Source: an optimization exercise on an open RTL-to-GDS flow (aim: small area, a short achievable clock period and few clock cycles per item). Production flows keep margins and buffers that such runs may drop.
In this exercise RTL edits were held to simulation tests only and were not proved equivalent to the original.
Power is estimated from default activity; no workload was simulated.

$ cat design/flow/config.mk
export PLATFORM = sky130hd
export DESIGN_NAME = source_text_tokenizer
export DESIGN_NICKNAME = source_text_tokenizer
export VERILOG_FILES = /design/flow/design.v
export SDC_FILE = /design/flow/constraint.sdc
export NUM_CORES = 4
export LEC_CHECK = 0
export CAP_MARGIN = 20
export CORE_MARGIN = 2
export CORE_UTILIZATION = 40
export CTS_BUF_LIST = sky130_fd_sc_hd__clkbuf_8
export SETUP_SLACK_MARGIN = 2.45
export SLEW_MARGIN = 20
$ cat design/flow/constraint.sdc
create_clock -name core_clock -period 5.0 [get_ports {clk_i}]
set_input_delay 1.0000 -clock core_clock [delete_from_list [all_inputs] [get_ports {clk_i}]]
set_output_delay 1.0000 -clock core_clock [all_outputs]
set_load 0.01 [all_outputs]
$ cat design/flow/design.v
package stt_pkg;
  localparam int unsigned LineBits   = 16;
  localparam int unsigned ColBits    = 16;
  localparam int unsigned OffsetBits = 32;
  localparam int unsigned LengthBits = 16;
  localparam int unsigned KindBits   = 5;
  typedef logic [LineBits-1:0]   line_t;
  typedef logic [ColBits-1:0]    col_t;
  typedef logic [OffsetBits-1:0] offset_t;
  typedef logic [LengthBits-1:0] length_t;
  localparam logic [7:0] ChNul   = 8'h00;
  localparam logic [7:0] ChTab   = 8'h09;
  localparam logic [7:0] ChLf    = 8'h0A;
  localparam logic [7:0] ChCr    = 8'h0D;
  localparam logic [7:0] ChSpace = 8'h20;
  localparam logic [7:0] ChBang  = 8'h21;
  localparam logic [7:0] ChDot   = 8'h2E;
  localparam logic [7:0] ChEq    = 8'h3D;
  localparam logic [7:0] ChUnder = 8'h5F;
  typedef enum logic [KindBits-1:0] {
    TK_ILLEGAL  = 5'd0,
    TK_EOF      = 5'd1,
    TK_IDENT    = 5'd2,
    TK_INT      = 5'd3,
    TK_DOUBLE   = 5'd4,
    TK_ASSIGN   = 5'd5,
    TK_EQ       = 5'd6,
    TK_BANG     = 5'd7,
    TK_NOT_EQ   = 5'd8,
    TK_PLUS     = 5'd9,
    TK_MINUS    = 5'd10,
    TK_ASTERISK = 5'd11,
    TK_SLASH    = 5'd12,
    TK_MODULO   = 5'd13,
    TK_SEMI     = 5'd14,
    TK_LPAREN   = 5'd15,
    TK_RPAREN   = 5'd16,
    TK_COMMA    = 5'd17,
    TK_LBRACE   = 5'd18,
    TK_RBRACE   = 5'd19,
    TK_LT       = 5'd20,
    TK_GT       = 5'd21
  } token_kind_e;
  typedef enum logic [2:0] {
    MODE_IDLE   = 3'd0,
    MODE_IDENT  = 3'd1,
    MODE_NUM    = 3'd2,
    MODE_NUMDOT = 3'd3,
    MODE_EQ     = 3'd4,
    MODE_BANG   = 3'd5
  } scan_mode_e;
  typedef struct packed {
    token_kind_e kind;
    line_t       line;
    col_t        col;
    offset_t     offset;
    length_t     len;
    logic        last;
  } tok_t;
  function automatic logic is_alpha(input logic [7:0] c);
    is_alpha = ((c >= 8'h61 && c <= 8'h7A) || (c >= 8'h41 && c <= 8'h5A) || (c == stt_pkg::ChUnder));
  endfunction
  function automatic logic is_digit(input logic [7:0] c);
    is_digit = (c >= 8'h30 && c <= 8'h39);
  endfunction
  function automatic logic is_space(input logic [7:0] c);
    is_space = ((c == stt_pkg::ChSpace) || (c == stt_pkg::ChTab) || (c == stt_pkg::ChLf) || (c == stt_pkg::ChCr));
  endfunction
  function automatic token_kind_e single_kind(input logic [7:0] c);
    token_kind_e k;
    unique case (c)
      8'h2B:   k = stt_pkg::TK_PLUS;
      8'h2D:   k = stt_pkg::TK_MINUS;
      8'h2A:   k = stt_pkg::TK_ASTERISK;
      8'h2F:   k = stt_pkg::TK_SLASH;
      8'h25:   k = stt_pkg::TK_MODULO;
      8'h3B:   k = stt_pkg::TK_SEMI;
      8'h28:   k = stt_pkg::TK_LPAREN;
      8'h29:   k = stt_pkg::TK_RPAREN;
      8'h2C:   k = stt_pkg::TK_COMMA;
      8'h7B:   k = stt_pkg::TK_LBRACE;
      8'h7D:   k = stt_pkg::TK_RBRACE;
      8'h3C:   k = stt_pkg::TK_LT;
      8'h3E:   k = stt_pkg::TK_GT;
      default: k = stt_pkg::TK_ILLEGAL;
    endcase
    single_kind = k;
  endfunction
  localparam int unsigned TokBits = KindBits + LineBits + ColBits + OffsetBits + LengthBits + 1;
  function automatic logic [TokBits-1:0] mk_tok(input token_kind_e kind, input line_t line,
                                                input col_t col, input offset_t offset,
                                                input length_t len);
    mk_tok = {kind, line, col, offset, len, 1'b0};
  endfunction
endpackage
module source_text_tokenizer (
  input  logic                             clk_i,
  input  logic                             rst_ni,
  input  logic                             txt_valid_i,
  output logic                             txt_ready_o,
  input  logic [7:0]                       txt_char_i,
  input  logic                             txt_end_i,
  output logic                             tok_valid_o,
  input  logic                             tok_ready_i,
  output logic [stt_pkg::KindBits-1:0]     tok_kind_o,
  output logic [stt_pkg::LineBits-1:0]     tok_line_o,
  output logic [stt_pkg::ColBits-1:0]      tok_col_o,
  output logic [stt_pkg::OffsetBits-1:0]   tok_offset_o,
  output logic [stt_pkg::LengthBits-1:0]   tok_length_o,
  output logic                             tok_last_o
);
  typedef struct packed {
    logic       e;
    logic       al;
    logic       dg;
    logic       dt;
    logic       eq;
    logic       bg;
    logic       lf;
    logic       sg;
    logic [4:0] sk;
  } cls_t;
  typedef struct packed {
    logic id;
    logic num;
    logic dot;    
    logic op;     
  } mode_t;
  typedef struct packed {
    logic       v;       
    logic       sa;      
    logic       sb;      
    logic       last;
    logic       fin;     
    logic       stp;     
    logic       lrun;    
    logic [1:0] lsm;     
    logic [4:0] kind;
  } pres_t;
  function automatic cls_t classify(input logic [7:0] c, input logic end_i);
    cls_t r;
    logic e;
    e    = end_i || (c == stt_pkg::ChNul);
    r.e  = e;
    r.al = !e && stt_pkg::is_alpha(c);
    r.dg = !e && stt_pkg::is_digit(c);
    r.dt = !e && (c == stt_pkg::ChDot);
    r.eq = !e && (c == stt_pkg::ChEq);
    r.bg = !e && (c == stt_pkg::ChBang);
    r.lf = !e && (c == stt_pkg::ChLf);
    r.sg = !e && !stt_pkg::is_alpha(c) && !stt_pkg::is_digit(c) && !stt_pkg::is_space(c) &&
           (c != stt_pkg::ChEq) && (c != stt_pkg::ChBang);
    r.sk = stt_pkg::single_kind(c);
    classify = r;
  endfunction
  function automatic pres_t present(input cls_t x, input logic vld, input mode_t m,
                                    input logic bang, input logic seen, input logic ph);
    pres_t r;
    logic hold_dot, a_ex, c_ex, c_idle, special, sp_x;
    hold_dot = m.num && x.dt && !seen;
    a_ex     = (m.id && !x.al) || (m.num && !x.dg && !hold_dot) || (m.dot && !x.dg) || m.op;
    c_ex     = x.e || (x.sg && !hold_dot);
    c_idle   = x.e || x.sg;
    special  = m.dot && !x.dg;
    sp_x     = !(x.e || x.al || x.dg || x.eq || x.bg || x.sg);
    r.sa     = a_ex && !ph;
    r.sb     = special && ph;
    r.v      = vld && (a_ex || c_ex);
    if (r.sa) begin
      r.last = !special && !c_ex;
      r.fin  = !special && !c_ex;
      r.stp  = 1'b0;
      r.lrun = !m.op;
      r.lsm  = {x.eq, !x.eq};
      if (m.id)       r.kind = stt_pkg::TK_IDENT;
      else if (m.op)  r.kind = bang ? (x.eq ? stt_pkg::TK_NOT_EQ : stt_pkg::TK_BANG)
                                    : (x.eq ? stt_pkg::TK_EQ : stt_pkg::TK_ASSIGN);
      else            r.kind = (m.num && seen) ? stt_pkg::TK_DOUBLE : stt_pkg::TK_INT;
    end else if (r.sb) begin
      r.last = !c_idle;
      r.fin  = sp_x;
      r.stp  = !sp_x;
      r.lrun = 1'b0;
      r.lsm  = 2'd1;
      r.kind = stt_pkg::TK_ILLEGAL;
    end else begin
      r.last = 1'b1;
      r.fin  = 1'b1;
      r.stp  = 1'b0;
      r.lrun = 1'b0;
      r.lsm  = {1'b0, !x.e};
      r.kind = x.e ? stt_pkg::TK_EOF : x.sk;
    end
    present = r;
  endfunction
  logic cur_vld_q, cur_vld_d;
  cls_t cur_q, in_cls, cur_d;
  mode_t            mode_q, mode_d;
  logic             bang_q, bang_d;    
  logic             seen_q, seen_d;    
  stt_pkg::line_t   line_q, line_d;
  stt_pkg::col_t    col_q, col_d, tsc_q;
  stt_pkg::offset_t off_q, off_d, tso_q;
  stt_pkg::length_t run_q, run_d;
  logic             ph_q, ph_d;        
  logic             ctop_q, otop_q;    
  pres_t            pr_q, pr_d;
  logic hold_dot, absorbed, start;
  logic take, consume, step, cur_free, in_xfer;
  logic adv, two, lf_adv, radv;
  logic off_top, col_top, run_top, oc1, cc1, rc1;
  assign hold_dot = mode_q.num && cur_q.dt && !seen_q;
  assign absorbed = (mode_q.id && cur_q.al) || (mode_q.num && cur_q.dg) || hold_dot ||
                    (mode_q.dot && cur_q.dg) || (mode_q.op && cur_q.eq);
  assign start    = !cur_q.e && !absorbed && (cur_q.al || cur_q.dg || cur_q.eq || cur_q.bg);
  assign tok_valid_o  = pr_q.v;
  assign tok_kind_o   = pr_q.kind;
  assign tok_last_o   = pr_q.last;
  assign tok_line_o   = line_q;
  assign tok_col_o    = pr_q.sa ? tsc_q : {col_q[15:1], col_q[0] || (pr_q.sb && ctop_q)};
  assign tok_offset_o = pr_q.sa ? tso_q : {off_q[31:1], off_q[0] || (pr_q.sb && otop_q)};
  assign tok_length_o = pr_q.lrun ? run_q : {14'd0, pr_q.lsm};
  assign take     = pr_q.v && tok_ready_i;
  assign step     = take && pr_q.stp;
  assign consume  = (cur_vld_q && !pr_q.v) || (take && pr_q.fin);
  assign cur_free = !cur_vld_q || consume;
  assign txt_ready_o = cur_free;
  assign in_xfer     = txt_valid_i && cur_free;
  assign in_cls      = classify(txt_char_i, txt_end_i);
  assign adv    = step || (consume && !cur_q.e && !hold_dot);
  assign two    = consume && mode_q.dot;
  assign lf_adv = consume && cur_q.lf;
  assign radv   = consume && (mode_q.id || mode_q.num || mode_q.dot) && absorbed && !hold_dot;
  assign off_top = &off_q[31:1];
  assign col_top = &col_q[15:1];
  assign run_top = &run_q[15:1];
  assign oc1     = adv && !off_top && (two || off_q[0]);
  assign cc1     = adv && !col_top && (two || col_q[0]);
  assign rc1     = radv && !run_top && (mode_q.dot || run_q[0]);
  always_comb begin
    cur_vld_d = cur_vld_q;
    cur_d     = cur_q;
    if (cur_free) begin
      cur_vld_d = txt_valid_i;
      cur_d     = in_cls;
    end
    ph_d = ph_q;
    if (consume || step) begin
      ph_d = 1'b0;
    end else if (take) begin
      ph_d = 1'b1;
    end
    off_d[0] = adv ? (off_top || (off_q[0] ^ !two)) : off_q[0];
    for (int i = 1; i < 32; i++) begin
      off_d[i] = off_q[i] ^ (oc1 && (&(off_q | ~((32'd1 << i) - 32'd2))));
    end
    line_d[0] = line_q[0] ^ (lf_adv && !(&line_q));
    for (int i = 1; i < 16; i++) begin
      line_d[i] = line_q[i] ^ (lf_adv && !(&line_q) && (&(line_q | ~((16'd1 << i) - 16'd1))));
    end
    col_d[0] = lf_adv || (adv ? (col_top || (col_q[0] ^ !two)) : col_q[0]);
    for (int i = 1; i < 16; i++) begin
      col_d[i] = !lf_adv && (col_q[i] ^ (cc1 && (&(col_q | ~((16'd1 << i) - 16'd2)))));
    end
    if (consume && start) begin
      run_d = stt_pkg::length_t'(1);
    end else begin
      run_d[0] = radv ? (run_top || (run_q[0] ^ !mode_q.dot)) : run_q[0];
      for (int i = 1; i < 16; i++) begin
        run_d[i] = run_q[i] ^ (rc1 && (&(run_q | ~((16'd1 << i) - 16'd2))));
      end
    end
    mode_d = mode_q;
    bang_d = bang_q;
    seen_d = seen_q;
    if (step) begin
      mode_d.dot = 1'b0;
    end else if (consume) begin
      mode_d.id  = start ? cur_q.al : (mode_q.id && cur_q.al);
      mode_d.num = start ? cur_q.dg : (mode_q.num && cur_q.dg) || (mode_q.dot && cur_q.dg);
      mode_d.dot = hold_dot;
      mode_d.op  = start && (cur_q.eq || cur_q.bg);
      if (start) begin
        bang_d = cur_q.bg;
        seen_d = 1'b0;
      end else if (mode_q.dot && cur_q.dg) begin
        seen_d = 1'b1;
      end
    end
    pr_d = present(cur_d, cur_vld_d, mode_d, bang_d, seen_d, ph_d);
  end
  always_ff @(posedge clk_i or negedge rst_ni) begin
    if (!rst_ni) begin
      cur_vld_q <= 1'b0;
      ph_q      <= 1'b0;
      mode_q    <= '0;
      line_q    <= stt_pkg::line_t'(1);
      col_q     <= stt_pkg::col_t'(1);
      off_q     <= '0;
      pr_q.v    <= 1'b0;
    end else begin
      cur_vld_q <= cur_vld_d;
      ph_q      <= ph_d;
      mode_q    <= mode_d;
      line_q    <= line_d;
      col_q     <= col_d;
      off_q     <= off_d;
      pr_q.v    <= pr_d.v;
    end
  end
  always_ff @(posedge clk_i) begin
    cur_q  <= cur_d;
    if (consume && start) begin
      tsc_q <= col_q;
      tso_q <= off_q;
    end
    run_q  <= run_d;
    bang_q <= bang_d;
    seen_q <= seen_d;
    ctop_q <= col_top;
    otop_q <= off_top;
    {pr_q.sa, pr_q.sb, pr_q.last, pr_q.fin, pr_q.stp, pr_q.lrun, pr_q.lsm, pr_q.kind} <=
      {pr_d.sa, pr_d.sb, pr_d.last, pr_d.fin, pr_d.stp, pr_d.lrun, pr_d.lsm, pr_d.kind};
  end
endmodule
$ cat design/flow/flow/run.sh
#!/bin/bash
# The standard layout (standard.sh, the standard flow's own ORFS run) with these ORFS
# settings changed; make's full output goes to make.log here, each ORFS step's
# log to orfs/logs.
set -euo pipefail
export BUFFER_PORTS_ARGS="-buffer_cell sky130_fd_sc_hd__buf_1"
export SKIP_GATE_CLONING=1
bash standard.sh > make.log 2>&1
$ cat design/flow/standard.sh
#!/bin/bash
# synth_recipe.tcl (not shown) runs the flow's synth.tcl, then flattens the netlist and writes it again
# the make line also repeats each setting of config.mk as NAME=value (left out here)
make -C /OpenROAD-flow-scripts/flow DESIGN_CONFIG=/design/flow/config.mk WORK_HOME=/design/flow/orfs CLKGATE_MAP_FILE= SYNTH_SCRIPT=/design/flow/synth_recipe.tcl "${@:-finish}"
==> summary.txt, run 1 <==
Status
  • Status: complete, no violations

Die
  • Die area: 20700 sq um
  • Initial Utilization: slightly above 40%
  • Die height: between 100 and 150 microns
  • Rows: 51
  • Core Box Area: 19300 sq um
  • Die Width: 144 microns
  • # IOs: 101

Route
  • Post-route antenna net violation count: 0
  • DR iter-0 viols: around 270
  • Avg WL per Cell: roughly 16 microns
  • Avg Vias per Cell: 5.18
  • Via count of the routed design: 5718
  • Initial DRT Pass Iterations: 4
  • Final WL: 17700 microns
  • DRC viols: 0

Clock tree
  • CTS tree: done
  • Cts hold-fix bufs: 0
  • H-tree depth: 4
  • Root Buffer: clkbuf_8
  • CTS buffer count: 17
  • Clock latency (worst-skew pair): 0.44 ns
  • Clk pin slew, worst setup/hold paths: 0.09 ns
  • CTS max path bufs: 2
  • Clock sinks: 165

STA
  • Post-route clock period utilization: 52.9%
  • Final min period: 2.65 ns
  • Final setup violation count: 0
  • Worst Tran Pin Value: ~0.94 ns
  • Fin worst setup slack: 2.35 ns
  • Normalized max-slew margin: 37.5%
  • Final Slew Violations: 0
  • Hold_ws: 0.465 ns
  • Setup TNS: 0 ns
  • Fmax achieved: 378 MHz
  • RSZ-0062 raised after global routing: yes
  • Hold Vio Cnt, Final: 0
  • Clk_skew: 0.0173 ns

Worst setup path
  • CP most frequent cell: buf_12
  • Critical path type: register to output pin
  • Critical-path top delay cell: dfxtp_2
  • Cell chain of the critical path: buf_12 > buf_16 > buf_12 > mux2_4 > buf_6
  • Critical Path Source Type: register
  • Slowest stage delay, CP: approximately 0.36 ns
  • WP data arrival: between 1.5 and 2 ns
  • CP Data Required Time: 4.00 ns
  • CP Capture Type: output pin
  • Critical path peak fanout: 8

Global route
  • Vias in the first global route: 5275
  • Antenna violations before repair: 0
  • Remaining Overflow, GRT: 0
  • Largest net degree at the start of global routing: 72
  • GRT Util Overall: 16.5%
  • Global-route wire length before repair: 26900 microns

Synthesis
  • Syn Inst Count: 712
  • Distinct cells, synth: 79
  • Most common flop cell mapped by yosys: dfrtp_1
  • Synth area leaders: dfrtp_1, edfxtp_1, dfxtp_1
  • Mapped Nets: 733
  • EDFF count, synth: just under 50
  • Syn_area_per_cell: 11.0 sq um
  • Top-area cell type share of the netlist area: ~22%
  • Biggest area consumer among synthesized cells: dfrtp_1
  • Top post-synthesis cells by count: dfrtp_1, nand2_1, edfxtp_1, mux2_2, dfxtp_1
  • Most numerous cell in the Yosys netlist: dfrtp_1
  • Post-synthesis sequential element count: 165
  • Post-synth ARST share: a little over two fifths
  • Sequential area share after synthesis: 53.2%
  • Synthesized cell area: 7810 sq um
  • Ys Warns: 1

Place
  • Dpl ws: 1.29 ns
  • Routability cong.: 0.831
  • Number of port buffers: 100
  • Placed cell areas: 8480 sq um
  • Cell count after placement: 1048
  • HPWL Detailed: 11200 microns

Hold path
  • Worst hold path class: register to register

Finish
  • Post-route cell area: 9550 sq um
  • Nets: 847
  • Ant. Diodes: 0
  • Non-Filler Instances: 1104
  • Post-layout util: 49.4%
  • Area delta synth->final: 22.3%
  • FILL cells: 1769
  • Share of layout cells above drive strength 1: 22.8%

Power
  • Final Total Pwr: slightly above 3 mW
  • Power Density: 322 nW/um^2
  • Max IR drop VDD: 0.161 mV
  • Leak: 3.89 nW

Run
  • Max_cap viols: 0
## layer usage
metal	track usage [%]	routed length, microns
met1	22.4	8210
met2	26.3	8710
met3	4.20	627
met4	4.85	154
met5	0	0
## area by class of cell
type                            count  area [sq um]  area share [%]
Clock inverter                     15           109            1.14
Tap cell                          265           332            3.47
Multi-Input combinational cell    484          3730            39.1
Clock buffer                       17           234            2.45
Inverter                           30           118            1.23
Sequential cell                   165          4160            43.5
Timing Repair Buffer              128           871            9.12
## state kept, by name (all words and copies together), names as in the netlist
| name | cells |
|---|---|
| bang_q | 1 |
| col_q | 16 |
| ctop_q | 1 |
| cur_q | 13 |
| cur_vld_q | 1 |
| line_q | 16 |
| mode_q | 4 |
| off_q | 32 |
| otop_q | 1 |
| ph_q | 1 |
| pr_q | 14 |
| run_q | 16 |
| seen_q | 1 |
| tsc_q | 16 |
| tso_q | 32 |
## placed cells by master, fill, tap and decap left out, types with 8 or more instances in the layout
cell type,n
nor3_1,14
a21oi_1,22
xor2_1,22
dfxtp_1,43
dfrtp_1,68
nand2_1,50
buf_6,23
o21ai_0,15
buf_1,67
mux2_2,31
ha_1,8
and3_1,14
edfxtp_1,49
buf_4,27
and2_1,21
xnor2_1,44
clkbuf_8,17
nand3_1,34
mux2_4,17
nand4_1,17
inv_1,29
nor2_1,43
and4_1,9
## critical path: cells and delay by family, from the launching register on
| family | cells | cell delay [ns] |
|---|---|---|
| flops | 1 | 0.36 |
| buf+inv | 4 | 0.53 |
| mux | 1 | 0.31 |
## cells by family after synthesis
logic type      count (synthesis)  share of synthesized area, %
flops                         165                          53.2
simple gates                  264                          18.6
compound gates                 93                          8.54
fa+ha+maj                       8                          1.28
xor+xnor                       66                          7.40
buf+inv                        63                          3.41
mux                            53                          7.61
## power by group
part | switching, mW | total [mW] | internal, mW
sequential | 0.101 | 1.59 | 1.49
combinational | 0.317 | 0.629 | 0.311
clock | 0.506 | 0.851 | 0.345
total | 0.925 | 3.07 | 2.15
## what timing repair did
item / 4_1_cts / 5_1_grt
setup buffers: 7 / 17
gates resized for setup: 31 / 127
pin swaps: 4 / 14
endpoints found under the setup margin: 119 / 97
endpoints found under the hold margin: 0 / 0
## final timing paths
check                               endpoint  slack (ns)  cells past startpoint       from
worst min-delay path                cur_q[4]        0.46                      1   cur_q[4]
worst max register to register       pr_q[5]        2.51                      7  mode_q[3]
min in group asynchronous           off_q[9]        0.70                      1     rst_ni
worst max-delay path            tok_col_o[2]        2.35                      5   pr_q[12]
worst min register to register      cur_q[4]        0.46                      1   cur_q[4]
max in group asynchronous           pr_q[13]        3.66                      1     rst_ni
Testbench counts, summed over its fixed seeds: cycles 24,838, bytes 24,017.
==> run 2: changes to the inputs <==
--- a/design/flow/config.mk
+++ b/design/flow/config.mk
@@ -10,4 +10,4 @@
 export CORE_UTILIZATION = 40
 export CTS_BUF_LIST = sky130_fd_sc_hd__clkbuf_8
-export SETUP_SLACK_MARGIN = 2.45
+export SETUP_SLACK_MARGIN = 2.35
 export SLEW_MARGIN = 20
==> summary.txt, run 2 <==
Worst setup path
  • Critical-path top delay cell: mux2_2
  • Crit path max-delay family: multiplexers
  • Critical Path Source Type: register
  • WP data arrival: between 1.5 and 2 ns
  • Worst reg2reg path depth: 6
  • Critical path peak fanout: 52
  • Cell chain of the critical path: buf_12 > mux2_2 > buf_1
  • R2R setup slack: 2.44 ns
  • Crit path buf inv count: 2
  • FF-to-FF Start: off_q[7]
  • Critical path type: register to output pin
  • Worst R2R End: off_q[2]
  • CP Data Required Time: roughly 4.0 ns
  • Slowest stage delay, CP: 0.39 ns
  • CP Capture Type: output pin

STA
  • Hold Vio Cnt, Final: 0
  • Worst Tran Pin Value: between 0.9 and 1 ns
  • Clk_skew: 0.0125 ns
  • Normalized max-slew margin: approximately 40%
  • Setup TNS: 0 ns
  • Post-route clock period utilization: 52.4%
  • Final min period: 2.62 ns
  • RSZ-0062 raised after global routing: yes
  • Final setup violation count: 0
  • Hold_ws: 0.471 ns
  • Fmax achieved: 382 MHz
  • Final Slew Violations: 0

Synthesis
  • Mapped Nets: 733
  • Most numerous cell in the Yosys netlist: dfrtp_1
  • Sequential area share after synthesis: 53.2%
  • Ys Warns: 1
  • Syn Inst Count: just over 700
  • Post-synthesis sequential element count: roughly 170
  • Synth area leaders: dfrtp_1, edfxtp_1, dfxtp_1
  • Biggest area consumer among synthesized cells: dfrtp_1
  • Syn_area_per_cell: 11.0 sq um
  • Synthesized cell area: a little under 8000 sq um
  • Most common flop cell mapped by yosys: dfrtp_1
  • EDFF count, synth: 49
  • Top-area cell type share of the netlist area: 22.1%
  • Distinct cells, synth: 79
  • Post-synth ARST share: 43.0%
  • Top post-synthesis cells by count: dfrtp_1, nand2_1, edfxtp_1, mux2_2, dfxtp_1

Route
  • Avg WL per Cell: 15.0 microns
  • DR iter-0 viols: 281
  • DRC viols: 0
  • Initial DRT Pass Iterations: 4
  • Post-route antenna net violation count: 0
  • Via count of the routed design: 5532
  • Final WL: ~16000 microns
  • Avg Vias per Cell: 5.08

Power
  • Power Density: around 340 nW/um^2
  • Max IR drop VDD: 0.156 mV
  • Final Total Pwr: 3.08 mW
  • Leak: 3.66 nW

Clock tree
  • CTS tree: done
  • H-tree depth: 4
  • Clk pin slew, worst setup/hold paths: 0.09 ns
  • CTS buffer count: 17
  • Clock sinks: 165
  • CTS max path bufs: 2
  • Clock latency (worst-skew pair): 0.44 ns
  • Root Buffer: clkbuf_8

Hold path
  • Hold path depth: 1
  • Worst hold path class: register to register
  • Hold_sp: cur_q[4]
  • Hold EP: cur_q[4]

Place
  • Routability cong.: approximately 0.8
  • Number of port buffers: 100
  • HPWL Detailed: between 10000 and 15000 microns
  • Placed cell areas: 8470 sq um

Finish
  • Post-layout util: 47.3%
  • Most common cell after layout, fill and taps aside: buf_1
  • Multi-input gate area: about 3600 sq um
  • Storage cell area: 4160 sq um
  • Largest regs: off_q: 32 flops, tso_q: 32 flops
  • Nets: 833
  • Post-route cell area: about 9000 sq um
  • Share of layout cells above drive strength 1: between 10% and 20%
  • FILL cells: 1818
  • Commonest non-fill, non-tap cells in the layout: buf_1, dfrtp_1, nand2_1, edfxtp_1, mux2_2
  • Ant. Diodes: 0
  • Area delta synth->final: 17.0%

Die
  • Die area: roughly 21000 sq um
  • Die Width: roughly 140 microns
  • Core Box Area: 19300 sq um
  • Initial Utilization: 40.4%
  • Rows: 51
  • Die height: approximately 140 microns
  • # IOs: 101

Global route
  • Largest net degree at the start of global routing: 72
  • Antenna violations before repair: 0
  • Remaining Overflow, GRT: 0
  • GRT Util Overall: 16.3%
  • Global-route wire length before repair: 26700 microns
  • Vias in the first global route: 5229

Status
  • Status: complete, no violations

Run
  • Max_cap viols: 0
## run 2: cell types whose count changed in the layout (fill, tap and decap cells not counted), sizes merged
| cell | previous run | this run |
|---|---|---|
| inv | 33 | 37 |
| buf | 126 | 111 |
| clkinv | 9 | 1 |
| clkbuf | 19 | 23 |
| bufinv | 0 | 3 |
| clkinvlp | 3 | 1 |
## run 2: layout make-up
type / count / share of cell area, %
clock buffers: 20 / 3.01
clock inverters: 12 / 1.51
inverters: 30 / 1.29
multi-input cells: 484 / 39.2
flip-flops and latches: 165 / 45.5
well taps: 265 / 3.63
repair buffers: 114 / 5.89
## run 2: power by group
group	switching [mW]	internal, mW	leakage (nW)
registers	0.0968	1.49	1.72
clock network	0.470	0.528	0.226
logic	0.286	0.210	1.71
total	0.854	2.23	3.66
## run 2: cell families (layout without fill, tap and decap cells)
logic type / Yosys count / in the layout / share of synthesized area [%]
buffers and inverters: 63 / 176 / 3.41
multiplexers: 53 / 53 / 7.61
AND/OR/NAND/NOR: 264 / 264 / 18.6
AO/OA/AOI/OAI: 93 / 93 / 8.54
XOR/XNOR: 66 / 66 / 7.40
flip-flops: 165 / 165 / 53.2
adder cells (fa/ha/maj): 8 / 8 / 1.28
## run 2: worst max path at each step
stage / start / to / slack (ns) / cells after the start
floorplan: txt_char_i[0] / pr_q[5] / 2.20 / 7
global placement: txt_char_i[2] / pr_q[5] / 1.37 / 7
detailed placement: txt_char_i[2] / pr_q[5] / 1.27 / 7
CTS: tok_ready_i / pr_q[5] / 2.27 / 7
global route: off_q[8] / off_q[2] / 2.27 / 6
finish: pr_q[12] / tok_offset_o[28] / 2.38 / 3
## run 2: per-layer routing
layer	global-route usage [%]	routed length [microns]
met2	26.1	7730
met4	5.73	252
met1	21.8	7770
met5	0	0
met3	3.77	607
## run 2: timing repair
action,in CTS,in global routing
setup endpoints to repair,103,74
gates resized for setup,22,30
buffers inserted,5,5
hold buffers,0,0
pin swaps,4,6
## run 2: through the flow
stage,worst slack [ns],cells
2_1_floorplan,2.20,712
3_3_place_gp,1.37,1048
3_5_place_dp,1.27,1048
4_1_cts,2.27,1085
6_report,2.38,1090
5_1_grt,2.27,1090
==> run 3: changes to the inputs <==
--- a/design/flow/design.v
+++ b/design/flow/design.v
@@ -130,4 +130,5 @@
     logic       v;       
     logic       sa;      
+    logic       sp;      
     logic       sb;      
     logic       last;
@@ -165,4 +166,5 @@
     sp_x     = !(x.e || x.al || x.dg || x.eq || x.bg || x.sg);
     r.sa     = a_ex && !ph;
+    r.sp     = !r.sa;
     r.sb     = special && ph;
     r.v      = vld && (a_ex || c_ex);
@@ -218,6 +220,8 @@
   assign tok_last_o   = pr_q.last;
   assign tok_line_o   = line_q;
-  assign tok_col_o    = pr_q.sa ? tsc_q : {col_q[15:1], col_q[0] || (pr_q.sb && ctop_q)};
-  assign tok_offset_o = pr_q.sa ? tso_q : {off_q[31:1], off_q[0] || (pr_q.sb && otop_q)};
+  assign tok_col_o    = ({16{pr_q.sa}} & tsc_q) |
+                        ({16{pr_q.sp}} & {col_q[15:1], col_q[0] || (pr_q.sb && ctop_q)});
+  assign tok_offset_o = ({32{pr_q.sa}} & tso_q) |
+                        ({32{pr_q.sp}} & {off_q[31:1], off_q[0] || (pr_q.sb && otop_q)});
   assign tok_length_o = pr_q.lrun ? run_q : {14'd0, pr_q.lsm};
   assign take     = pr_q.v && tok_ready_i;
@@ -320,6 +324,6 @@
     ctop_q <= col_top;
     otop_q <= off_top;
-    {pr_q.sa, pr_q.sb, pr_q.last, pr_q.fin, pr_q.stp, pr_q.lrun, pr_q.lsm, pr_q.kind} <=
-      {pr_d.sa, pr_d.sb, pr_d.last, pr_d.fin, pr_d.stp, pr_d.lrun, pr_d.lsm, pr_d.kind};
+    {pr_q.sa, pr_q.sp, pr_q.sb, pr_q.last, pr_q.fin, pr_q.stp, pr_q.lrun, pr_q.lsm, pr_q.kind} <=
+      {pr_d.sa, pr_d.sp, pr_d.sb, pr_d.last, pr_d.fin, pr_d.stp, pr_d.lrun, pr_d.lsm, pr_d.kind};
   end
 endmodule
==> summary.txt, run 3 <==
Status
  • Status: complete, no violations

Hold path
  • Worst hold path class: register to register
  • Hold_sp: off_q[15]

Place
  • Routability cong.: 0.860
  • HPWL Detailed: 11200 microns
  • Cell count after placement: 999
  • Number of port buffers: 100

Worst setup path
  • CP startpoint: tok_ready_i
  • Critical path type: input port to output pin
  • Critical path peak fanout: 5
  • Critical Path Source Type: input port
  • WP data arrival: 1.60 ns
  • FF-to-FF Start: off_q[9]
  • CP Data Required Time: about 4 ns
  • CP Capture Type: output pin

STA
  • Fmax achieved: 384 MHz
  • Final Slew Violations: 0
  • Clk_skew: 0.0118 ns
  • Hold_ws: 0.488 ns
  • Post-route clock period utilization: between 50% and 60%
  • Final min period: 2.60 ns
  • Hold Vio Cnt, Final: 0
  • Normalized max-slew margin: 39.2%
  • Worst Tran Pin Value: 0.912 ns
  • Setup TNS: 0 ns
  • Final setup violation count: 0
  • RSZ-0062 raised after global routing: yes

Clock tree
  • Cts hold-fix bufs: 0
  • CTS buffer count: 17
  • CTS max path bufs: 2
  • Clock sinks: 166
  • Root Buffer: clkbuf_8
  • Clock latency (worst-skew pair): between 0.4 and 0.5 ns
  • CTS tree: done
  • Clk pin slew, worst setup/hold paths: about 0.080 ns
  • H-tree depth: 4

Die
  • Die area: 20100 sq um
  • Core Box Area: 18600 sq um
  • # IOs: a little over 100
  • Initial Utilization: between 40% and 50%
  • Rows: 50
  • Die Width: 142 microns
  • Die height: around 140 microns

Route
  • Avg Vias per Cell: between 5 and 6
  • Post-route antenna net violation count: 0
  • Initial DRT Pass Iterations: 5
  • Via count of the routed design: about 5500
  • Final WL: 16400 microns
  • Avg WL per Cell: 15.8 microns
  • DRC viols: 0
  • DR iter-0 viols: 330

Synthesis
  • Distinct cells, synth: 73
  • Ys Warns: 1
  • Mapped Nets: 716
  • Post-synthesis sequential element count: 166
  • EDFF count, synth: 49
  • Syn_area_per_cell: ~11 sq um
  • Top-area cell type share of the netlist area: 22.7%
  • Syn Inst Count: 695
  • Most common flop cell mapped by yosys: dfrtp_1
  • Biggest area consumer among synthesized cells: dfrtp_1
  • Synth area leaders: dfrtp_1, edfxtp_1, dfxtp_1
  • Sequential area share after synthesis: 54.9%
  • Most numerous cell in the Yosys netlist: dfrtp_1
  • Top post-synthesis cells by count: dfrtp_1, nand2_1, a22o_1, edfxtp_1, nor2_1
  • Synthesized cell area: 7600 sq um
  • Post-synth ARST share: 42.8%

Run
  • Max_cap viols: 0

Global route
  • Antenna violations before repair: 0
  • Largest net degree at the start of global routing: 72
  • Global-route wire length before repair: 27100 microns
  • GRT Util Overall: 16.9%
  • Vias in the first global route: 5345
  • Remaining Overflow, GRT: 0

Finish
  • Post-layout util: 47.0%
  • Area delta synth->final: 15.2%
  • Share of layout cells above drive strength 1: 11.1%
  • FILL cells: 1742
  • Largest regs: off_q: 32 flops, tso_q: 32 flops
  • Non-Filler Instances: 1036
  • Most common cell after layout, fill and taps aside: buf_1
  • Commonest non-fill, non-tap cells in the layout: buf_1, dfrtp_1, nand2_1, a22o_1, edfxtp_1
  • Nets: 810
  • Ant. Diodes: 0

Power
  • Power Density: 356 nW/um^2
  • Max IR drop VDD: 0.149 mV
  • Leak: 3.46 nW
[run 3: through the flow]
stage	setup WS (ns)	instance area, sq um	power, mW
finish	2.40	8760	3.12
global route	2.32	8760	3.27
CTS	2.36	8680	3.14
global placement	1.76	8190	2.07
detailed placement	1.59	8190	2.09
floorplan	2.33	7670	1.93
[run 3: what timing repair did]
action,CTS,global route
buffers inserted,2,3
pin swaps,0,1
endpoints found under the setup margin,76,36
gates resized for setup,18,16
[run 3: cell families after synthesis]
group           Yosys count  synth area share (%)
simple gates            257                  18.3
flops                   166                  54.9
fa+ha+maj                 8                  1.32
xor+xnor                 65                  7.49
compound gates          135                  13.5
buf+inv                  57                  3.49
mux                       7                 0.972
[run 3: path summary, 6_finish.rpt]
kind / endpoint / slack (ns) / cells after the start
max in group asynchronous: line_q[1] / 3.74 / 1
min in group asynchronous: off_q[4] / 0.66 / 1
worst max register to register: off_q[25] / 2.56 / 7
worst min-delay path: tso_q[15] / 0.49 / 0
worst min register to register: tso_q[15] / 0.49 / 0
worst max-delay path: txt_ready_o / 2.40 / 5
[run 3: routing by layer]
| metal | GRT usage, % | up-vias | wire length (microns) |
|---|---|---|---|
| met3 | 3.78 | 30 | 851 |
| met4 | 5.74 | 0 | 293 |
| met2 | 26.9 | 142 | 7620 |
| met5 | 0 | - | 0 |
| met1 | 22.8 | 2689 | 7630 |
| li1 | - | 2687 | - |
[run 3: final cells by class]
class / count / area (sq um) / area share [%]
Inverter: 24 / 103 / 1.17
Multi-Input combinational cell: 472 / 3280 / 37.4
Tap cell: 234 / 293 / 3.34
Sequential cell: 166 / 4180 / 47.7
Clock inverter: 14 / 186 / 2.13
Timing Repair Buffer: 108 / 473 / 5.40
Clock buffer: 18 / 248 / 2.83
[run 3: power by group]
group	internal [mW]	total (mW)	switching [mW]
registers	1.50	1.61	0.106
logic	0.194	0.468	0.274
clock network	0.554	1.04	0.486
[run 3: critical path: stages]
cell,delay (ns)
buf_4,0.14
nand2_1,0.06
and3_4,0.23
inv_8,0.03
buf_4,0.13
Testbench counts of run 3, summed over its fixed seeds: cycles 24,838, bytes 24,017.
==> run 4: changes to the inputs <==
--- a/design/flow/config.mk
+++ b/design/flow/config.mk
@@ -10,4 +10,4 @@
 export CORE_UTILIZATION = 40
 export CTS_BUF_LIST = sky130_fd_sc_hd__clkbuf_8
-export SETUP_SLACK_MARGIN = 2.35
+export SETUP_SLACK_MARGIN = 2.4
 export SLEW_MARGIN = 20
==> summary.txt, run 4 <==
Status
  • Status: complete, no violations

Synthesis
  • Most common flop cell mapped by yosys: dfrtp_1
  • Syn_area_per_cell: between 10 and 15 sq um
  • Biggest area consumer among synthesized cells: dfrtp_1
  • EDFF count, synth: about 50
  • Synthesized cell area: 7600 sq um
  • Syn Inst Count: 695
  • Mapped Nets: 716
  • Sequential area share after synthesis: 54.9%
  • Post-synth ARST share: 42.8%
  • Distinct cells, synth: 73
  • Post-synthesis sequential element count: 166
  • Top post-synthesis cells by count: dfrtp_1, nand2_1, a22o_1, edfxtp_1, nor2_1
  • Synth area leaders: dfrtp_1, edfxtp_1, dfxtp_1
  • Ys Warns: 1
  • Most numerous cell in the Yosys netlist: dfrtp_1
  • Top-area cell type share of the netlist area: between 20% and 30%

Finish
  • Commonest non-fill, non-tap cells in the layout: buf_1, dfrtp_1, nand2_1, a22o_1, edfxtp_1
  • Ant. Diodes: 0
  • Non-Filler Instances: 1044
  • Area delta synth->final: 15.6%
  • Largest regs: off_q: 32 flops, tso_q: 32 flops
  • Share of layout cells above drive strength 1: between 10% and 20%
  • Nets: 818
  • FILL cells: ~1700
  • Most common cell after layout, fill and taps aside: buf_1

Worst setup path
  • Worst reg2reg path depth: 8
  • Critical Path Source Type: input port
  • CP Data Required Time: ~4.0 ns
  • CP startpoint: tok_ready_i
  • WP data arrival: 1.58 ns
  • CP Capture Type: output pin
  • FF-to-FF Start: pr_q[14]
  • Critical path peak fanout: 6
  • Critical path type: input port to output pin
  • Worst R2R End: off_q[14]
  • Worst setup path endpoint: txt_ready_o
  • R2R setup slack: 2.57 ns

STA
  • Hold_ws: 0.481 ns
  • Normalized max-slew margin: 45.6%
  • Fmax achieved: approximately 390 MHz
  • Hold Vio Cnt, Final: 0
  • Setup TNS: 0 ns
  • Final min period: 2.58 ns
  • RSZ-0062 raised after global routing: yes
  • Worst Tran Pin Value: a little over 0.8 ns
  • Clk_skew: 0.0131 ns
  • Final Slew Violations: 0
  • Final setup violation count: 0
  • Post-route clock period utilization: 51.6%

Global route
  • Remaining Overflow, GRT: 0
  • Global-route wire length before repair: ~27000 microns
  • Antenna violations before repair: 0
  • GRT Util Overall: 16.7%
  • Vias in the first global route: between 5000 and 6000
  • Largest net degree at the start of global routing: 65

Die
  • Die height: 142 microns
  • # IOs: ~100
  • Die area: 20100 sq um
  • Core Box Area: 18600 sq um
  • Rows: 50
  • Die Width: 142 microns
  • Initial Utilization: about 41%

Route
  • DR iter-0 viols: 360
  • Post-route antenna net violation count: 0
  • Avg WL per Cell: ~16 microns
  • DR top layer: met4
  • Via count of the routed design: 5557
  • Initial DRT Pass Iterations: 4
  • Avg Vias per Cell: around 5.3
  • Final WL: 16500 microns
  • DR WL met3: 657 microns
  • DRC viols: 0
  • Met2 wire length: 7770 microns
  • M1 WL: 7780 microns

Clock tree
  • CTS tree: done
  • H-tree depth: 4
  • Clock latency (worst-skew pair): 0.45 ns
  • Cts hold-fix bufs: 0
  • Clk pin slew, worst setup/hold paths: about 0.090 ns
  • Clock sinks: 166
  • CTS buffer count: 17
  • CTS max path bufs: 2
  • Root Buffer: clkbuf_8

Hold path
  • Hold path depth: 0
  • Worst hold path class: register to register

Place
  • Cell count after placement: 1000
  • HPWL Detailed: around 11000 microns
  • Routability cong.: between 0.8 and 0.9
  • Number of port buffers: 100

Run
  • Max_cap viols: 0

Power
  • Leak: 3.48 nW
  • Max IR drop VDD: 0.176 mV
  • Final Total Pwr: 3.03 mW
  • Power Density: 345 nW/um^2
==> run 4: cell count changes in the layout (fill, tap and decap cells not counted), sizes merged <==
| cell | previous run | this run |
|---|---|---|
| clkinv | 2 | 9 |
| inv | 29 | 28 |
| clkbuf | 23 | 21 |
| bufinv | 4 | 2 |
| clkinvlp | 3 | 0 |
| buf | 103 | 112 |
==> run 4: metal layers <==
| metal | GRT usage [%] | vias up |
|---|---|---|
| li1 | - | 2706 |
| met1 | 22.1 | 2714 |
| met2 | 27.0 | 117 |
| met3 | 4.18 | 20 |
| met4 | 5.63 | 0 |
| met5 | 0 | - |
==> run 4: cell families after synthesis <==
family                   Yosys count  synth area share [%]
AO/OA/AOI/OAI                    135                  13.5
flip-flops                       166                  54.9
adder cells (fa/ha/maj)            8                  1.32
XOR/XNOR                          65                  7.49
AND/OR/NAND/NOR                  257                  18.3
buffers and inverters             57                  3.49
multiplexers                       7                 0.972
==> run 4: worst min path at each step <==
| stage | from | endpoint | slack [ns] |
|---|---|---|---|
| 6_report | off_q[0] | tso_q[0] | 0.48 |
| 5_1_grt | off_q[0] | tso_q[0] | 0.50 |
| 4_1_cts | off_q[0] | tso_q[0] | 0.48 |
| 3_5_place_dp | cur_q[1] | cur_q[1] | 0.47 |
| 3_3_place_gp | off_q[0] | tso_q[0] | 0.46 |
| 2_1_floorplan | cur_q[2] | cur_q[2] | 0.43 |
==> run 4: metrics by stage <==
stage | utilization, % | cell area [sq um] | setup slack [ns]
after floorplan | - | 7690 | 2.33
after global placement | 44.0 | 8200 | 1.74
after detailed placement | 44.0 | 8200 | 1.60
after CTS | 46.4 | 8660 | 2.39
after global routing | 47.1 | 8780 | 2.32
final | 47.1 | 8780 | 2.42
==> run 4: final cells by class <==
| type | instances | area (sq um) | area share, % |
|---|---|---|---|
| inverters | 24 | 103 | 1.17 |
| well taps | 234 | 293 | 3.33 |
| repair buffers | 116 | 536 | 6.10 |
| clock inverters | 15 | 153 | 1.74 |
| clock buffers | 17 | 234 | 2.66 |
| flip-flops and latches | 166 | 4180 | 47.6 |
| multi-input cells | 472 | 3290 | 37.4 |
==> run 4: where the power goes <==
group	total [mW]	switching, mW	internal, mW
logic	0.480	0.280	0.200
registers	1.60	0.0989	1.50
clock network	0.947	0.500	0.447
==> run 4: timing repair <==
item / in CTS / in global routing
hold endpoints to repair: 0 / 0
pin swaps: 0 / 1
endpoints found under the setup margin: 75 / 44
resized for setup: 22 / 13
setup buffers: 2 / 10
==> run 4: worst max-delay path, cell delays in order <==
cell and delay (ns):
buf_4 0.14, nand2_2 0.05, and3_4 0.23, inv_8 0.05, buf_6 0.12
==> run 5: changes to the inputs <==
--- a/design/flow/config.mk
+++ b/design/flow/config.mk
@@ -10,4 +10,4 @@
 export CORE_UTILIZATION = 40
 export CTS_BUF_LIST = sky130_fd_sc_hd__clkbuf_8
-export SETUP_SLACK_MARGIN = 2.4
+export SETUP_SLACK_MARGIN = 2.55
 export SLEW_MARGIN = 20
==> summary.txt, run 5 <==
STA
  • RSZ-0062 raised after global routing: yes
  • Final Slew Violations: 0
  • Clk_skew: roughly 0.013 ns
  • Final setup violation count: 0
  • Final min period: 2.53 ns
  • Setup TNS: 0 ns
  • Hold Vio Cnt, Final: 0
  • Post-route clock period utilization: 50.6%
  • Fmax achieved: 395 MHz
  • Worst Tran Pin Value: 0.927 ns
  • Normalized max-slew margin: 38.2%
  • Hold_ws: 0.480 ns

Die
  • Rows: 50
  • Die Width: 142 microns
  • # IOs: 101
  • Core Box Area: 18600 sq um
  • Initial Utilization: 40.8%
  • Die height: 142 microns
  • Die area: 20100 sq um

Finish
  • Nets: 821
  • Storage cell area: about 4200 sq um
  • Post-layout util: 48.2%
  • Commonest non-fill, non-tap cells in the layout: buf_1, dfrtp_1, nand2_1, a22o_1, edfxtp_1
  • Area delta synth->final: 18.3%
  • Post-route cell area: between 8000 and 9000 sq um
  • FILL cells: 1700
  • Most common cell after layout, fill and taps aside: buf_1
  • Share of layout cells above drive strength 1: between 10% and 20%
  • Largest regs: off_q: 32 flops, tso_q: 32 flops
  • Multi-input gate area: 3420 sq um
  • Ant. Diodes: 0

Synthesis
  • Sequential area share after synthesis: 54.9%
  • Synth area leaders: dfrtp_1, edfxtp_1, dfxtp_1
  • Top post-synthesis cells by count: dfrtp_1, nand2_1, a22o_1, edfxtp_1, nor2_1
  • Syn_area_per_cell: 10.9 sq um
  • Most numerous cell in the Yosys netlist: dfrtp_1
  • Mapped Nets: ~720
  • Most common flop cell mapped by yosys: dfrtp_1
  • Synthesized cell area: 7600 sq um
  • Post-synth ARST share: 42.8%
  • Distinct cells, synth: 73
  • Biggest area consumer among synthesized cells: dfrtp_1
  • EDFF count, synth: between 40 and 50
  • Ys Warns: 1
  • Top-area cell type share of the netlist area: 22.7%
  • Syn Inst Count: about 700
  • Post-synthesis sequential element count: roughly 170

Place
  • Number of port buffers: 100
  • HPWL Detailed: 11300 microns
  • Routability cong.: 0.901
  • Placed cell areas: 8230 sq um

Route
  • Via count of the routed design: 5555
  • Avg Vias per Cell: 5.31
  • Post-route antenna net violation count: 0
  • Final WL: 17000 microns
  • DR iter-0 viols: approximately 310
  • Initial DRT Pass Iterations: 4
  • DRC viols: 0
  • Avg WL per Cell: 16.3 microns

Clock tree
  • Clk pin slew, worst setup/hold paths: 0.07 ns
  • CTS max path bufs: 2
  • H-tree depth: 4
  • Root Buffer: clkbuf_8
  • Clock sinks: 166
  • CTS tree: done
  • CTS buffer count: 17
  • Clock latency (worst-skew pair): between 0.4 and 0.5 ns

Global route
  • Global-route wire length before repair: 27700 microns
  • GRT Util Overall: 17.4%
  • Largest net degree at the start of global routing: about 70
  • Antenna violations before repair: 0
  • Remaining Overflow, GRT: 0
  • Vias in the first global route: approximately 5400

Power
  • Leak: ~3.5 nW
  • Internal Pwr Total: 2.10 mW
  • Max IR drop VDD: 0.162 mV
  • Seq pwr share: 54.1%
  • Sw Share: 29.2%
  • Psw: 0.866 mW
  • Final Total Pwr: 2.97 mW
  • Combinational share of power: 17.4%
  • Clock Power Share: between 20 and 30%
  • Power Density: ~330 nW/um^2

Worst setup path
  • WP data arrival: 1.53 ns
  • Critical path type: input port to output pin
  • CP Data Required Time: 4.00 ns
  • Critical path peak fanout: 4
  • Critical Path Source Type: input port
  • CP Capture Type: output pin

Hold path
  • Worst hold path class: register to register

Status
  • Status: complete, no violations

Run
  • Max_cap viols: 0
[run 5: cell counts after synthesis]
Identical to the previous run, type by type.
[run 5: cell families after synthesis]
logic type                 after synthesis  synth area share, %
adders and majority gates                8                 1.32
xor gates and xnor gates                65                 7.49
buffers and inverters                   57                 3.49
and+or+nand+nor                        257                 18.3
DFF                                    166                 54.9
muxes                                    7                0.972
AOI/OAI and AO/OA                      135                 13.5
[run 5: through the flow]
stage / worst slack (ns) / cells
floorplan: 2.33 / 695
detailed placement: 1.55 / 999
finish: 2.47 / 1047
global route: 2.46 / 1047
CTS: 2.48 / 1038
global placement: 1.70 / 999
[run 5: cell type report]
cell class | instances | area share (%)
clock inverters | 15 | 1.17
multi-input cells | 472 | 38.1
inverters | 24 | 1.14
repair buffers | 119 | 7.17
well taps | 234 | 3.26
flip-flops and latches | 166 | 46.6
clock buffers | 17 | 2.60
[run 5: path summary, 6_finish.rpt]
path | startpoint | to | slack [ns] | depth (start not counted)
max in group asynchronous | rst_ni | off_q[9] | 3.67 | 1
worst max register to register | mode_q[3] | pr_q[1] | 2.68 | 7
worst max-delay path | tok_ready_i | txt_ready_o | 2.47 | 5
min in group asynchronous | rst_ni | off_q[23] | 0.69 | 1
worst min-delay path | line_q[15] | line_q[15] | 0.48 | 2
worst min register to register | line_q[15] | line_q[15] | 0.48 | 2
[run 5: timing repair]
action / CTS / global route
setup buffers: 7 / 9
gates resized for setup: 41 / 32
pin swaps: 1 / 9
hold buffers: 0 / 0
endpoints found under the setup margin: 110 / 56
[run 5: critical path, cell delays in order]
cell     delay (ns)
buf_8          0.11
nand2_4        0.04
and3_4         0.23
inv_8          0.03
buf_6          0.11
[run 5: power groups by stage]
stage | Combinational [mW] | Clock [mW] | Sequential, mW
final | 0.517 | 0.845 | 1.61
after global routing | 0.573 | 0.929 | 1.62
after CTS | 0.502 | 0.867 | 1.61
after detailed placement | 0.455 | 0 | 1.65
after global placement | 0.444 | 0 | 1.64
after floorplan | 0.323 | 0 | 1.61
[run 5: layer usage]
metal / up-vias / wire length [microns] / part of all wire [%] / GRT usage, %
met1: 2698 / 7970 / 47 / 23.2
met3: 23 / 683 / 4.0 / 3.75
li1: 2719 / - / - / -
met5: - / 0 / 0 / 0
met4: 0 / 295 / 1.7 / 6.00
met2: 115 / 8070 / 47 / 28.1
==> run 6: changes to the inputs <==
--- a/design/flow/config.mk
+++ b/design/flow/config.mk
@@ -10,4 +10,4 @@
 export CORE_UTILIZATION = 40
 export CTS_BUF_LIST = sky130_fd_sc_hd__clkbuf_8
-export SETUP_SLACK_MARGIN = 2.55
+export SETUP_SLACK_MARGIN = 2.75
 export SLEW_MARGIN = 20
==> summary.txt, run 6 <==
Worst setup path
  • Critical Path Source Type: input port
  • CP Capture Type: output pin
  • FF-to-FF Start: off_q[1]
  • Worst R2R End: off_q[25]
  • Worst reg2reg path depth: 7
  • Critical path peak fanout: 2
  • Critical path type: input port to output pin
  • R2R setup slack: approximately 2.7 ns
  • WP data arrival: 1.52 ns
  • CP Data Required Time: around 4.0 ns

Route
  • Post-route antenna net violation count: 0
  • Initial DRT Pass Iterations: 5
  • DR WL met3: between 800 and 900 microns
  • Avg WL per Cell: 17.4 microns
  • DR iter-0 viols: 260
  • Avg Vias per Cell: 5.47
  • DRC viols: 0
  • M1 WL: 8390 microns
  • Met2 wire length: 9500 microns
  • Final WL: 19000 microns
  • Via count of the routed design: 5960
  • DR top layer: met4

Die
  • Initial Utilization: 40.8%
  • Die area: 20100 sq um
  • # IOs: 101
  • Die Width: 142 microns
  • Die height: 142 microns
  • Rows: 50
  • Core Box Area: 18600 sq um

STA
  • Fin worst setup slack: 2.48 ns
  • Setup TNS: 0 ns
  • Final setup violation count: 0
  • Clk_skew: roughly 0.012 ns
  • Normalized max-slew margin: 39.8%
  • Final min period: 2.52 ns
  • Fmax achieved: 397 MHz
  • Post-route clock period utilization: 50.4%
  • Hold Vio Cnt, Final: 0
  • RSZ-0062 raised after global routing: yes
  • Final Slew Violations: 0
  • Worst Tran Pin Value: around 0.90 ns

Synthesis
  • EDFF count, synth: 49
  • Largest family of logic cells by synthesized area: simple AND/OR/NAND/NOR gates
  • Synthesized cell area: 7600 sq um
  • Post-synth ARST share: a little over two fifths
  • Top post-synthesis cells by count: dfrtp_1, nand2_1, a22o_1, edfxtp_1, nor2_1
  • Biggest area consumer among synthesized cells: dfrtp_1
  • Post-synthesis sequential element count: 166
  • Mapped Nets: 716
  • Synth area leaders: dfrtp_1, edfxtp_1, dfxtp_1
  • Top-area cell type share of the netlist area: 22.7%
  • Most common flop cell mapped by yosys: dfrtp_1
  • Syn_area_per_cell: 10.9 sq um
  • Sequential area share after synthesis: 54.9%
  • Post-synthesis mux area share: 0.972%
  • Simple-Gate Fraction of Synth Area: 18.3%
  • Post-synthesis compound-gate area fraction: 13.5%
  • Synth Area in Adders: 1.32%
  • XOR/XNOR Fraction of Synth Area: 7.49%
  • Distinct cells, synth: 73
  • Syn Inst Count: between 600 and 700
  • Ys Warns: 1
  • Most numerous cell in the Yosys netlist: dfrtp_1

Clock tree
  • Clock sinks: 166
  • CTS buffer count: 17
  • H-tree depth: 4
  • Root Buffer: clkbuf_8
  • CTS max path bufs: 2
  • Clk pin slew, worst setup/hold paths: 0.08 ns
  • CTS tree: done
  • Clock latency (worst-skew pair): ~0.45 ns

Hold path
  • Worst hold path class: register to register
  • Hold EP: bang_q
  • Hold_sp: bang_q
  • Hold path depth: 1

Global route
  • Antenna violations before repair: 0
  • Global-route wire length before repair: 29600 microns
  • Vias in the first global route: between 5000 and 6000
  • GRT Util Overall: 18.5%
  • Largest net degree at the start of global routing: 65
  • Remaining Overflow, GRT: 0

Place
  • Dpl ws: between 1.5 and 2 ns
  • Routability cong.: 0.871
  • Number of port buffers: 100
  • HPWL Detailed: 11500 microns

Status
  • Status: complete, no violations

Power
  • Max IR drop VDD: 0.149 mV
  • Power Density: about 320 nW/um^2
  • Leak: 4.24 nW

Run
  • Max_cap viols: 0

Finish
  • FILL cells: 1617
  • Largest regs: off_q: 32 flops, tso_q: 32 flops
  • Most common cell after layout, fill and taps aside: dfrtp_1
  • Ant. Diodes: 0
  • Share of layout cells above drive strength 1: 33.9%
  • Area delta synth->final: 32.9%
  • Commonest non-fill, non-tap cells in the layout: dfrtp_1, a22o_1, edfxtp_1, nand2_1, buf_6
  • Nets: 864
  • Multi-input gate area: 3800 sq um
  • Storage cell area: 4180 sq um
-- run 6: cell families after synthesis --
kind of cell,count (synthesis)
fa+ha+maj,8
simple gates,257
mux,7
compound gates,135
flops,166
xor+xnor,65
buf+inv,57
-- run 6: layout make-up --
cell class | count | share of cell area [%]
timing repair buffer | 162 | 12.9
sequential | 166 | 41.4
tap | 234 | 2.90
clock buffer | 19 | 2.59
multi-input combinational | 472 | 37.7
clock inverter | 13 | 1.55
inverter | 24 | 1.02
-- run 6: report_power, final --
part | switching (mW) | internal [mW] | total (mW)
Clock | 0.478 | 0.518 | 0.996
Combinational | 0.335 | 0.308 | 0.643
Sequential | 0.112 | 1.50 | 1.61
Total | 0.925 | 2.33 | 3.25
-- run 6: how the worst max path moves through the flow --
| stage | from | to | slack [ns] | cells after the start |
|---|---|---|---|---|
| after global routing | tok_ready_i | txt_ready_o | 2.45 | 5 |
| after floorplan | tok_ready_i | col_q[8] | 2.33 | 7 |
| after global placement | txt_char_i[2] | pr_q[2] | 1.68 | 9 |
| after detailed placement | txt_char_i[2] | pr_q[0] | 1.51 | 9 |
| final | tok_ready_i | txt_ready_o | 2.48 | 5 |
| after CTS | tok_ready_i | txt_ready_o | 2.48 | 5 |
-- run 6: timing repair --
item	4_1_cts	5_1_grt
pin swaps	35	40
setup endpoints to repair	138	132
resized for setup	134	147
buffers inserted	39	19
hold buffers	0	0
-- run 6: per-stage QoR --
stage               total power [mW]  area (sq um)  hold slack, ns  utilization, %  instances
floorplan                       1.93          7740           0.433               -        695
global placement                2.08          8250           0.459            44.3       1000
detailed placement              2.10          8250           0.464            44.3       1000
CTS                             3.19          9450           0.487            50.7       1071
global route                    3.40         10100           0.510            54.2       1090
finish                          3.25         10100           0.485            54.2       1090
-- run 6: metal layers --
| metal | GRT usage [%] | vias up |
|---|---|---|
| met5 | 0 | - |
| met4 | 5.79 | 0 |
| met3 | 3.95 | 32 |
| met2 | 31.1 | 139 |
| met1 | 24.0 | 2984 |
| li1 | - | 2805 |
-- run 6: worst max-delay path, cell delays in order --
cell     delay, ns
buf_8         0.10
nand2_2       0.04
and3_4        0.23
inv_8         0.03
buf_6         0.11
==> run 7: changes to the inputs <==
--- a/design/flow/config.mk
+++ b/design/flow/config.mk
@@ -10,4 +10,4 @@
 export CORE_UTILIZATION = 40
 export CTS_BUF_LIST = sky130_fd_sc_hd__clkbuf_8
-export SETUP_SLACK_MARGIN = 2.75
+export SETUP_SLACK_MARGIN = 2.65
 export SLEW_MARGIN = 20
==> summary.txt, run 7 <==
Worst setup path
  • WP data arrival: 1.54 ns
  • Critical path peak fanout: 4
  • Slowest stage delay, CP: about 0.24 ns
  • CP Data Required Time: ~4.0 ns
  • Critical Path Source Type: input port
  • R2R setup slack: 2.69 ns
  • Cell chain of the critical path: buf_8 > nand2_2 > and3_4 > inv_8 > buf_6
  • CP Capture Type: output pin
  • Critical path type: input port to output pin
  • Critical-path top delay cell: and3_4

STA
  • Clk_skew: between 0.01 and 0.015 ns
  • Final setup violation count: 0
  • Hold Vio Cnt, Final: 0
  • Worst Tran Pin Value: 0.640 ns
  • Normalized max-slew margin: 57.3%
  • RSZ-0062 raised after global routing: yes
  • Hold_ws: ~0.48 ns
  • Fin worst setup slack: 2.46 ns
  • Final Slew Violations: 0
  • Fmax achieved: approximately 390 MHz
  • Post-route clock period utilization: 50.9%
  • Setup TNS: 0 ns
  • Final min period: 2.54 ns

Power
  • Max IR drop VDD: around 0.18 mV
  • Leak: 3.87 nW
  • Power Density: roughly 320 nW/um^2
  • Final Total Pwr: between 3 and 4 mW

Synthesis
  • Synth area leaders: dfrtp_1, edfxtp_1, dfxtp_1
  • Syn Inst Count: about 700
  • Post-synth ARST share: 42.8%
  • Sequential area share after synthesis: a little over half
  • Most numerous cell in the Yosys netlist: dfrtp_1
  • Biggest area consumer among synthesized cells: dfrtp_1
  • Top post-synthesis cells by count: dfrtp_1, nand2_1, a22o_1, edfxtp_1, nor2_1
  • Post-synthesis sequential element count: between 150 and 200
  • Most common flop cell mapped by yosys: dfrtp_1
  • Syn_area_per_cell: 10.9 sq um
  • Ys Warns: 1
  • Synthesized cell area: 7600 sq um
  • Distinct cells, synth: 73
  • EDFF count, synth: 49
  • Top-area cell type share of the netlist area: 22.7%
  • Mapped Nets: 716

Global route
  • Remaining Overflow, GRT: 0
  • Antenna violations before repair: 0
  • GRT Util Overall: 17.3%
  • Global-route wire length before repair: ~28000 microns
  • Vias in the first global route: 5544
  • Largest net degree at the start of global routing: 65

Route
  • Post-route antenna net violation count: 0
  • Avg WL per Cell: about 17 microns
  • Initial DRT Pass Iterations: 5
  • DRC viols: 0
  • Via count of the routed design: around 5800
  • DR iter-0 viols: 219
  • Avg Vias per Cell: 5.38
  • Final WL: 17900 microns

Finish
  • Largest regs: off_q: 32 flops, tso_q: 32 flops
  • Post-route cell area: around 9400 sq um
  • Share of layout cells above drive strength 1: 25.7%
  • Nets: 844
  • Area delta synth->final: 23.4%
  • Ant. Diodes: 0
  • Most common cell after layout, fill and taps aside: dfrtp_1
  • FILL cells: 1708
  • Commonest non-fill, non-tap cells in the layout: dfrtp_1, nand2_1, a22o_1, edfxtp_1, nor2_1

Clock tree
  • Clk pin slew, worst setup/hold paths: approximately 0.09 ns
  • CTS max path bufs: 2
  • CTS tree: done
  • H-tree depth: 4
  • CTS buffer count: 17
  • Clock latency (worst-skew pair): 0.44 ns
  • Root Buffer: clkbuf_8
  • Clock sinks: 166

Place
  • Dpl ws: approximately 1.6 ns
  • Number of port buffers: 100
  • Routability cong.: 0.859
  • HPWL Detailed: 11300 microns
  • Placed cell areas: 8260 sq um

Hold path
  • Worst hold path class: register to register

Die
  • Initial Utilization: 40.8%
  • Core Box Area: 18600 sq um
  • # IOs: between 100 and 150
  • Rows: 50
  • Die Width: 142 microns
  • Die area: 20100 sq um
  • Die height: around 140 microns

Status
  • Status: complete, no violations

Run
  • Max_cap viols: 0
==> run 7: cell counts after synthesis <==
Identical to the previous run, type by type.
==> run 7: path summary, 6_finish.rpt <==
kind | start | end | cells after the start
setup / recovery | tok_ready_i | txt_ready_o | 5
hold / removal | cur_q[2] | cur_q[2] | 2
setup reg to reg | pr_q[14] | col_q[13] | 8
hold reg to reg | cur_q[2] | cur_q[2] | 2
max in group asynchronous | rst_ni | line_q[0] | 2
min in group asynchronous | rst_ni | off_q[12] | 1
==> run 7: cell families after synthesis <==
| family | after synthesis | share of synthesized area, % |
|---|---|---|
| AND/OR/NAND/NOR | 257 | 18.3 |
| adder cells (fa/ha/maj) | 8 | 1.32 |
| flip-flops | 166 | 54.9 |
| buffers and inverters | 57 | 3.49 |
| XOR/XNOR | 65 | 7.49 |
| AO/OA/AOI/OAI | 135 | 13.5 |
| multiplexers | 7 | 0.972 |
==> run 7: per-layer routing <==
layer | track usage, % | routed length, microns
met1 | 22.2 | 8080
met2 | 29.4 | 8630
met3 | 3.41 | 770
met4 | 6.21 | 438
met5 | 0 | 0
==> run 7: critical path, delay by kind of cell <==
family | cells | cell delay, ns
buffers and inverters | 3 | 0.25
and+or+nand+nor | 2 | 0.29
==> run 7: final cells by class <==
class	instances	area [sq um]	area share, %
clock buffers	19	262	2.79
flip-flops and latches	166	4180	44.6
repair buffers	142	966	10.3
multi-input cells	472	3500	37.3
clock inverters	13	71.3	0.761
inverters	24	103	1.09
well taps	234	293	3.12
==> run 7: per-stage QoR <==
step / util [%] / std cells
4_1_cts: 47.7 / 1049
2_1_floorplan: - / 695
5_1_grt: 50.3 / 1070
6_report: 50.3 / 1070
3_3_place_gp: 44.3 / 1001
3_5_place_dp: 44.3 / 1001
==> run 7: timing repair <==
item                       4_1_cts  5_1_grt
hold buffers                     0        0
pin swaps                       10       26
resized for setup               56      117
buffers inserted                16       21
setup endpoints to repair      127      141
==> run 7: power by group <==
group | internal, mW | switching (mW)
clock network | 0.357 | 0.466
registers | 1.50 | 0.101
logic | 0.269 | 0.310
==> run 8: changes to the inputs <==
--- a/design/flow/config.mk
+++ b/design/flow/config.mk
@@ -10,4 +10,4 @@
 export CORE_UTILIZATION = 40
 export CTS_BUF_LIST = sky130_fd_sc_hd__clkbuf_8
-export SETUP_SLACK_MARGIN = 2.65
+export SETUP_SLACK_MARGIN = 2.44
 export SLEW_MARGIN = 20
==> summary.txt, run 8 <==
Status
  • Status: complete, no violations

STA
  • Setup TNS: 0 ns
  • Final min period: 2.53 ns
  • Hold Vio Cnt, Final: 0
  • Clk_skew: 0.0164 ns
  • Post-route clock period utilization: 50.7%
  • Normalized max-slew margin: 38.5%

Worst setup path
  • Critical Path Source Type: input port
  • WP data arrival: roughly 1.5 ns
  • R2R setup slack: 2.63 ns
  • CP Capture Type: output pin

Finish
  • FILL cells: 1764
  • Storage cell area: 4180 sq um
  • Ant. Diodes: 0
  • Multi-input gate area: 3300 sq um
  • Share of layout cells above drive strength 1: 12.9%

Synthesis
  • Ys Warns: 1
  • Post-synth ARST share: 42.8%
  • Post-synthesis sequential element count: about 170
  • Top-area cell type share of the netlist area: a little under a quarter
  • Synthesized cell area: 7600 sq um
  • Simple-Gate Fraction of Synth Area: 18.3%
  • Most common flop cell mapped by yosys: dfrtp_1
  • Post-synthesis compound-gate area fraction: a little over an eighth
  • Largest family of logic cells by synthesized area: simple AND/OR/NAND/NOR gates
  • Syn Inst Count: 695
  • Synth Area in Adders: around 1.3%

Clock tree
  • Clock latency (worst-skew pair): 0.46 ns
  • CTS buffer count: 17
  • CTS tree: done
  • Clock sinks: 166
  • Clk pin slew, worst setup/hold paths: 0.08 ns
  • Root Buffer: clkbuf_8

Power
  • Leak: 3.49 nW
  • Final Total Pwr: ~3.1 mW

Route
  • Via count of the routed design: 5597
  • DR top layer: met4
  • DRC viols: 0
  • Avg WL per Cell: 16.5 microns
  • DR iter-0 viols: 429
  • Met2 wire length: around 8200 microns

Hold path
  • Hold path depth: 1
  • Worst hold path class: register to register

Global route
  • Global-route wire length before repair: 27800 microns
  • Largest net degree at the start of global routing: 72
  • Antenna violations before repair: 0

Die
  • Core Box Area: 18600 sq um
  • # IOs: a little over 100
  • Die height: ~140 microns
-- run 8: cell count changes in the layout (fill, tap and decap cells not counted), sizes merged --
cell	before	now
clkbuf	63	22
buf	98	108
inv	29	33
bufinv	0	2
clkinv	3	1
clkinvlp	5	3
-- run 8: layout make-up --
cell class                 instances  share of cell area, %
clock buffer                      17                   2.65
timing repair buffer             113                   6.24
tap                              234                   3.31
multi-input combinational        472                   37.3
clock inverter                    15                   2.09
sequential                       166                   47.3
inverter                          24                   1.16
-- run 8: logic make-up (layout without fill, tap and decap cells) --
| family | Yosys count | in the layout |
|---|---|---|
| buf+inv | 57 | 169 |
| xor+xnor | 65 | 65 |
| compound gates | 135 | 135 |
| fa+ha+maj | 8 | 8 |
| mux | 7 | 7 |
| simple gates | 257 | 257 |
| flops | 166 | 166 |
-- run 8: power breakdown --
group | switching (mW) | leakage [nW] | internal [mW]
Combinational | 0.281 | 1.57 | 0.202
Clock | 0.544 | 0.203 | 0.467
Sequential | 0.102 | 1.72 | 1.50
-- run 8: metal layers --
layer / GRT usage, % / up-vias
met5: 0 / -
met4: 5.05 / 0
met3: 4.62 / 14
met2: 28.8 / 155
met1: 22.6 / 2728
li1: - / 2700
-- run 8: how the worst max path moves through the flow --
stage | end | start | cells after the start | slack (ns)
4_1_cts | pr_q[0] | txt_char_i[2] | 9 | 2.45
5_1_grt | off_q[25] | off_q[9] | 7 | 2.36
3_5_place_dp | pr_q[0] | txt_char_i[2] | 9 | 1.60
6_report | txt_ready_o | tok_ready_i | 5 | 2.47
3_3_place_gp | pr_q[0] | txt_char_i[2] | 9 | 1.74
2_1_floorplan | col_q[8] | tok_ready_i | 7 | 2.33
-- run 8: repair_timing --
| item | CTS | global route |
|---|---|---|
| hold endpoints to repair | 0 | 0 |
| resized for setup | 24 | 12 |
| setup endpoints to repair | 74 | 18 |
| buffers inserted | 7 | 2 |
-- run 8: metrics by stage --
| stage | utilization [%] | hold slack (ns) | cell area (sq um) | std cells | setup slack [ns] |
|---|---|---|---|---|---|
| floorplan | - | 0.433 | 7700 | 695 | 2.33 |
| global placement | 44.1 | 0.465 | 8220 | 1000 | 1.74 |
| detailed placement | 44.1 | 0.468 | 8220 | 1000 | 1.60 |
| CTS | 47.1 | 0.491 | 8780 | 1039 | 2.45 |
| global route | 47.4 | 0.516 | 8840 | 1041 | 2.36 |
| finish | 47.4 | 0.490 | 8840 | 1041 | 2.47 |
-- run 8: critical path: stages --
cell and delay, ns:
buf_6 0.11, nand2_1 0.05, and3_4 0.23, inv_8 0.03
buf_6 0.11

## port drivers added, routing unchanged
Ports are ideal in the flow. The routed layouts listed here were re-timed in OpenROAD. Step 1 assumes that a clkbuf_16 drives the clock port and a buf_2 every other input. Step 2 times the ports against the registers' clock, not the clock port: input delays grow and output delays shrink by t, the midpoint of the rising clock arrivals with the driver on. Three values: ideal, step 1, step 2; two values: the first two.
run	t, ns	setup slack, ns
run 1	0.475	2.354 / 2.315 / 1.950
run 2	0.474	2.380 / 2.344 / 1.938
run 3	0.486	2.397 / 2.361 / 1.982
run 4	0.479	2.418 / 2.371 / 1.971
run 5	0.482	2.471 / 2.425 / 2.111
run 6	0.480	2.479 / 2.428 / 1.983
run 7	0.475	2.457 / 2.411 / 2.147
run 8	0.489	2.466 / 2.422 / 2.020
After both steps every run listed still meets setup and hold.
